Source: an optimization exercise on an open RTL-to-GDS flow (aim: small area and few clock cycles per item). Production flows keep margins and buffers that such runs may drop. The RTL was checked by simulation tests, not by an equivalence proof against the original design. Power figures rest on the tool's default switching activity, not on a simulated workload.

== v6 ==
Design s_expression_tokenizer_core, start of the top module:
module s_expression_tokenizer_core
#(
  parameter int unsigned LINE_BITS   = 20,
  parameter int unsigned COLUMN_BITS = 16,
  parameter int unsigned QDEPTH      = 0
) (
  input  logic        clk_i,
  input  logic        rst_ni,
  input  logic        in_valid_i,
  output logic        in_stall_o,
  input  logic [1:0]  op_i,
  input  logic [15:0] ch_i,
  output logic        out_valid_o,
  input  logic        out_stall_i,
  output logic        kind_o,
  output logic [15:0] text_char_o,
  output logic [3:0]  token_type_o,
  output logic [19:0] line_number_o,
  output logic [15:0] column_o,
  output logic [15:0] length_o,
  output logic        last_o
);
  logic        item_v, item_take, item_ready;
  logic [1:0]  item_op;
  logic [15:0] item_ch;
  sexl_rqueue #(
    .DEPTH(QDEPTH)
  ) u_queue (
    .clk_i       (clk_i),
    .rst_ni      (rst_ni),
    .in_valid_i  (in_valid_i),
    .in_stall_o  (in_stall_o),
    .op_i        (op_i),
    .ch_i        (ch_i),
    .item_v_o    (item_v),
    .op_o        (item_op),
    .ch_o        (item_ch),
    .item_take_i (item_take),
    .item_ready_i(item_ready)
  );
  sexl_lexer #(
    .DIRECT(QDEPTH == 0)
  ) u_lexer (
    .clk_i        (clk_i),
    .rst_ni       (rst_ni),
    .item_v_i     (item_v),
    .op_i         (item_op),
    .ch_i         (item_ch),
    .item_take_o  (item_take),
    .item_ready_o (item_ready),
    .out_valid_o  (out_valid_o),
    .out_stall_i  (out_stall_i),
    .kind_o       (kind_o),
    .text_char_o  (text_char_o),
    .token_type_o (token_type_o),
    .line_number_o(line_number_o),
  ...
Size: roughly 610 cells after synthesis, about 57 flip-flops, ~98 I/O pins, roughly 0.0041 mm2 of cells after synthesis.
==> flow/config.mk <==
export PLATFORM = sky130hd
export DESIGN_NAME = s_expression_tokenizer_core
export DESIGN_NICKNAME = s_expression_tokenizer_core
export VERILOG_FILES = /design/flow/design.v
export SDC_FILE = /design/flow/constraint.sdc
export NUM_CORES = 4
export LEC_CHECK = 0
export CAP_MARGIN = 20
export CORE_MARGIN = 2
export CORE_UTILIZATION = 40
export SLEW_MARGIN = 20
==> flow/constraint.sdc <==
create_clock -name core_clock -period 5.0 [get_ports {clk_i}]
set_input_delay 1.0000 -clock core_clock [delete_from_list [all_inputs] [get_ports {clk_i}]]
set_output_delay 1.0000 -clock core_clock [all_outputs]
set_load 0.01 [all_outputs]
standard.sh (not shown) runs the stock make flow with config.mk's settings and CLKGATE_MAP_FILE= SYNTH_SCRIPT=/design/flow/synth_recipe.tcl, a recipe that flattens the netlist after the stock synthesis.
==> flow/flow/run.sh <==
#!/bin/bash
# The standard layout with three changes:
#  - synthesis maps with an area-only ABC script (flow/abc_area_map.script
#    in place of ORFS's abc_speed.script; nothing else in synthesis changes)
#  - plain buf_1 cells as the port buffers
#  - a clock tree of clkbuf_4/clkbuf_8 cells with no dummy loads
set -euo pipefail
here=$(pwd)
rm -rf "$here/orfs_scripts"
cp -r "$FLOW_HOME/scripts" "$here/orfs_scripts"
cp "$here/flow/abc_area_map.script" "$here/orfs_scripts/abc_speed.script"
export SCRIPTS_DIR="$here/orfs_scripts"
export BUFFER_PORTS_ARGS="-buffer_cell sky130_fd_sc_hd__buf_1"
export CTS_ARGS="-sink_clustering_enable -repair_clock_nets -dont_use_dummy_load -sink_clustering_size 30 -sink_clustering_max_diameter 100 -buf_list {sky130_fd_sc_hd__clkbuf_4 sky130_fd_sc_hd__clkbuf_8}"
bash standard.sh > standard_flow.log 2>&1
==> flow/flow/abc_area_map.script <==
strash
dch
map -a
topo
stime -c
Testbench counts of v6, summed over its fixed seeds: cycles 40,481, items 32,013.
The inputs of v7 differ from those of v6 as listed below.
==> flow/flow/run.sh <==
#!/bin/bash
# The standard layout, with plain buf_1 cells as the port buffers and a
# smaller clock tree with no dummy loads.
set -euo pipefail
export BUFFER_PORTS_ARGS="-buffer_cell sky130_fd_sc_hd__buf_1"
export CTS_ARGS="-sink_clustering_enable -repair_clock_nets -dont_use_dummy_load -sink_clustering_size 30 -sink_clustering_max_diameter 100 -buf_list {sky130_fd_sc_hd__clkbuf_4 sky130_fd_sc_hd__clkbuf_8}"
export RECOVER_POWER=100
bash standard.sh > standard_flow.log 2>&1
removed: flow/flow/abc_area_map.script
[summary]
- v7 ran in full, but the layout does not pass; the checks complain about capacitance limit, slew limit.
- For power in the clock group, v7 and v6 come out practically identical.
- Routed wire in v7 totals more than in v6.
- Against v6, v7 reports a via count that is higher.

* * *

Starting RTL as in the previous note.
==> flow/config.mk <==
export PLATFORM = sky130hd
export DESIGN_NAME = s_expression_tokenizer_core
export DESIGN_NICKNAME = s_expression_tokenizer_core
export VERILOG_FILES = /design/flow/design.v
export SDC_FILE = /design/flow/constraint.sdc
export NUM_CORES = 4
export LEC_CHECK = 0
export CAP_MARGIN = 20
export CORE_MARGIN = 2
export CORE_UTILIZATION = 40
export SLEW_MARGIN = 20
==> flow/constraint.sdc <==
create_clock -name core_clock -period 5.0 [get_ports {clk_i}]
set_input_delay 1.0000 -clock core_clock [delete_from_list [all_inputs] [get_ports {clk_i}]]
set_output_delay 1.0000 -clock core_clock [all_outputs]
set_load 0.01 [all_outputs]
==> flow/flow/run.sh <==
#!/bin/bash
# The standard layout with three changes:
#  - synthesis maps with an area-oriented ABC script (&nf with delay relaxed) (flow/abc_area_map.script
#    in place of ORFS's abc_speed.script; nothing else in synthesis changes)
#  - plain buf_1 cells as the port buffers
#  - a clock tree of clkbuf_4/clkbuf_8 cells with no dummy loads
set -euo pipefail
here=$(pwd)
rm -rf "$here/orfs_scripts"
cp -r "$FLOW_HOME/scripts" "$here/orfs_scripts"
cp "$here/flow/abc_area_map.script" "$here/orfs_scripts/abc_speed.script"
export SCRIPTS_DIR="$here/orfs_scripts"
export BUFFER_PORTS_ARGS="-buffer_cell sky130_fd_sc_hd__buf_1"
export CTS_ARGS="-sink_clustering_enable -repair_clock_nets -dont_use_dummy_load -sink_clustering_size 30 -sink_clustering_max_diameter 100 -buf_list {sky130_fd_sc_hd__clkbuf_4 sky130_fd_sc_hd__clkbuf_8}"
bash standard.sh > standard_flow.log 2>&1
==> flow/flow/abc_area_map.script <==
&get -n
&st
&dch
&nf -R 1000
&put
topo
stime -c
Testbench counts at the start, summed over its fixed seeds: cycles 40,481, items 32,013.
Then changed:
==> flow/flow/run.sh (replaced) <==
#!/bin/bash
# The standard layout, with plain buf_1 cells as the port buffers and a
# smaller clock tree with no dummy loads.
set -euo pipefail
export BUFFER_PORTS_ARGS="-buffer_cell sky130_fd_sc_hd__buf_1"
export CTS_ARGS="-sink_clustering_enable -repair_clock_nets -dont_use_dummy_load -sink_clustering_size 30 -sink_clustering_max_diameter 100 -buf_list {sky130_fd_sc_hd__clkbuf_4 sky130_fd_sc_hd__clkbuf_8}"
export RECOVER_POWER=100
bash standard.sh > standard_flow.log 2>&1
Settings changed: CORE_UTILIZATION 40 to 65.
removed: flow/flow/abc_area_map.script
Effect: This time the run finished but failed the layout checks on capacitance limit, slew limit; first-iteration DRC count climbs by 150%; routed wire length goes up by 20%; area after synthesis rose by 21%; clock power stays flat; power goes down by 5.7%; final area climbs by 7.4%; setup slack is worse by 0.023 ns; fmax goes down by 0.48%; die area is lower by 24%.
Then changed:
==> flow/flow/run.sh (replaced) <==
#!/bin/bash
# The standard layout with three changes:
#  - synthesis maps with an area-only ABC script (flow/abc_area_map.script
#    in place of ORFS's abc_speed.script; nothing else in synthesis changes)
#  - plain buf_1 cells as the port buffers
#  - a clock tree of clkbuf_4/clkbuf_8 cells with no dummy loads
set -euo pipefail
here=$(pwd)
rm -rf "$here/orfs_scripts"
cp -r "$FLOW_HOME/scripts" "$here/orfs_scripts"
cp "$here/flow/abc_area_map.script" "$here/orfs_scripts/abc_speed.script"
export SCRIPTS_DIR="$here/orfs_scripts"
export BUFFER_PORTS_ARGS="-buffer_cell sky130_fd_sc_hd__buf_1"
export CTS_ARGS="-sink_clustering_enable -repair_clock_nets -dont_use_dummy_load -sink_clustering_size 30 -sink_clustering_max_diameter 100 -buf_list {sky130_fd_sc_hd__clkbuf_4 sky130_fd_sc_hd__clkbuf_8}"
bash standard.sh > standard_flow.log 2>&1
==> flow/flow/abc_area_map.script (new file) <==
strash
dch
map -a
topo
stime -c
Settings changed: CORE_UTILIZATION 65 to 40, GPL_TIMING_DRIVEN from default to 0.
Outcome:
- With this change the flow ran to the end with no violations
- area after synthesis came out lower by 14%
- wire length came out lower by 15%
- setup slack gains 0.022 ns
- power came out higher by 4.7%
- global-route usage came out lower by 13 points
- sequential power stays flat
- combinational power came out higher by 12%
- cell area came out lower by 7.7%
- fmax came out higher by 0.47%
- die area came out higher by 37%
Then changed:
==> flow/flow/run.sh (replaced) <==
#!/bin/bash
# The standard layout, with plain buf_1 cells as the port buffers and a
# smaller clock tree with no dummy loads.
set -euo pipefail
export BUFFER_PORTS_ARGS="-buffer_cell sky130_fd_sc_hd__buf_1"
export CTS_ARGS="-sink_clustering_enable -repair_clock_nets -dont_use_dummy_load -sink_clustering_size 30 -sink_clustering_max_diameter 100 -buf_list {sky130_fd_sc_hd__clkbuf_4 sky130_fd_sc_hd__clkbuf_8}"
bash standard.sh > standard_flow.log 2>&1
Settings changed: GPL_TIMING_DRIVEN 0 to default.
removed: flow/flow/abc_area_map.script
The changed run finished clean.
Routed wire length went up by 26%.
Via count went up by 9.4%.
Worst setup slack degrades by 0.0065 ns.
Synthesized area went up by about 17%.
Global-route usage went up by 2.7 points.
Clock power went up by about 1%.

[static timing again, ports no longer ideal]
The flow's constraints put no driver on any port. The routed layouts listed below were extracted and timed again, unchanged, in two steps.
Step 1 (the two cells are an assumption about what drives the block):
set clk [get_ports {clk_i}]
set_driving_cell -lib_cell sky130_fd_sc_hd__clkbuf_16 $clk
set_driving_cell -lib_cell sky130_fd_sc_hd__buf_2 [delete_from_list [all_inputs] $clk]
Step 2, shift: input delay + t, output delay - t, t = (earliest + latest rising clock arrival at the registers) / 2. This alone moves slack from input paths to output paths.
Slacks: ideal / step 1 / step 2; pairs: ideal / step 1.
run | t (ns) | setup WS [ns] | slew at the worst register clock pin (ns)
v6 | 0.349 | 0.306 / 0.272 / 0.325 | 0.07 / 0.07
v7 | 0.372 | 0.264 / 0.233 / 0.181 | 0.08 / 0.08
the first run of note 2 | 0.358 | 0.265 / 0.235 / -0.033 | 0.07 / 0.07
the second run of note 2 | 0.353 | 0.243 / 0.217 / 0.027 | 0.09 / 0.09
the third run of note 2 | 0.367 | 0.265 / 0.232 / 0.065 | 0.07 / 0.07
the fourth run of note 2 | 0.373 | 0.258 / 0.228 / 0.406 | 0.08 / 0.08
Met with ideal ports but missed after step 2: setup timing in the first run of note 2. The setup slack of the first run of note 2, which loses most, moves by -0.030 ns with the drivers and by -0.298 ns with both steps.
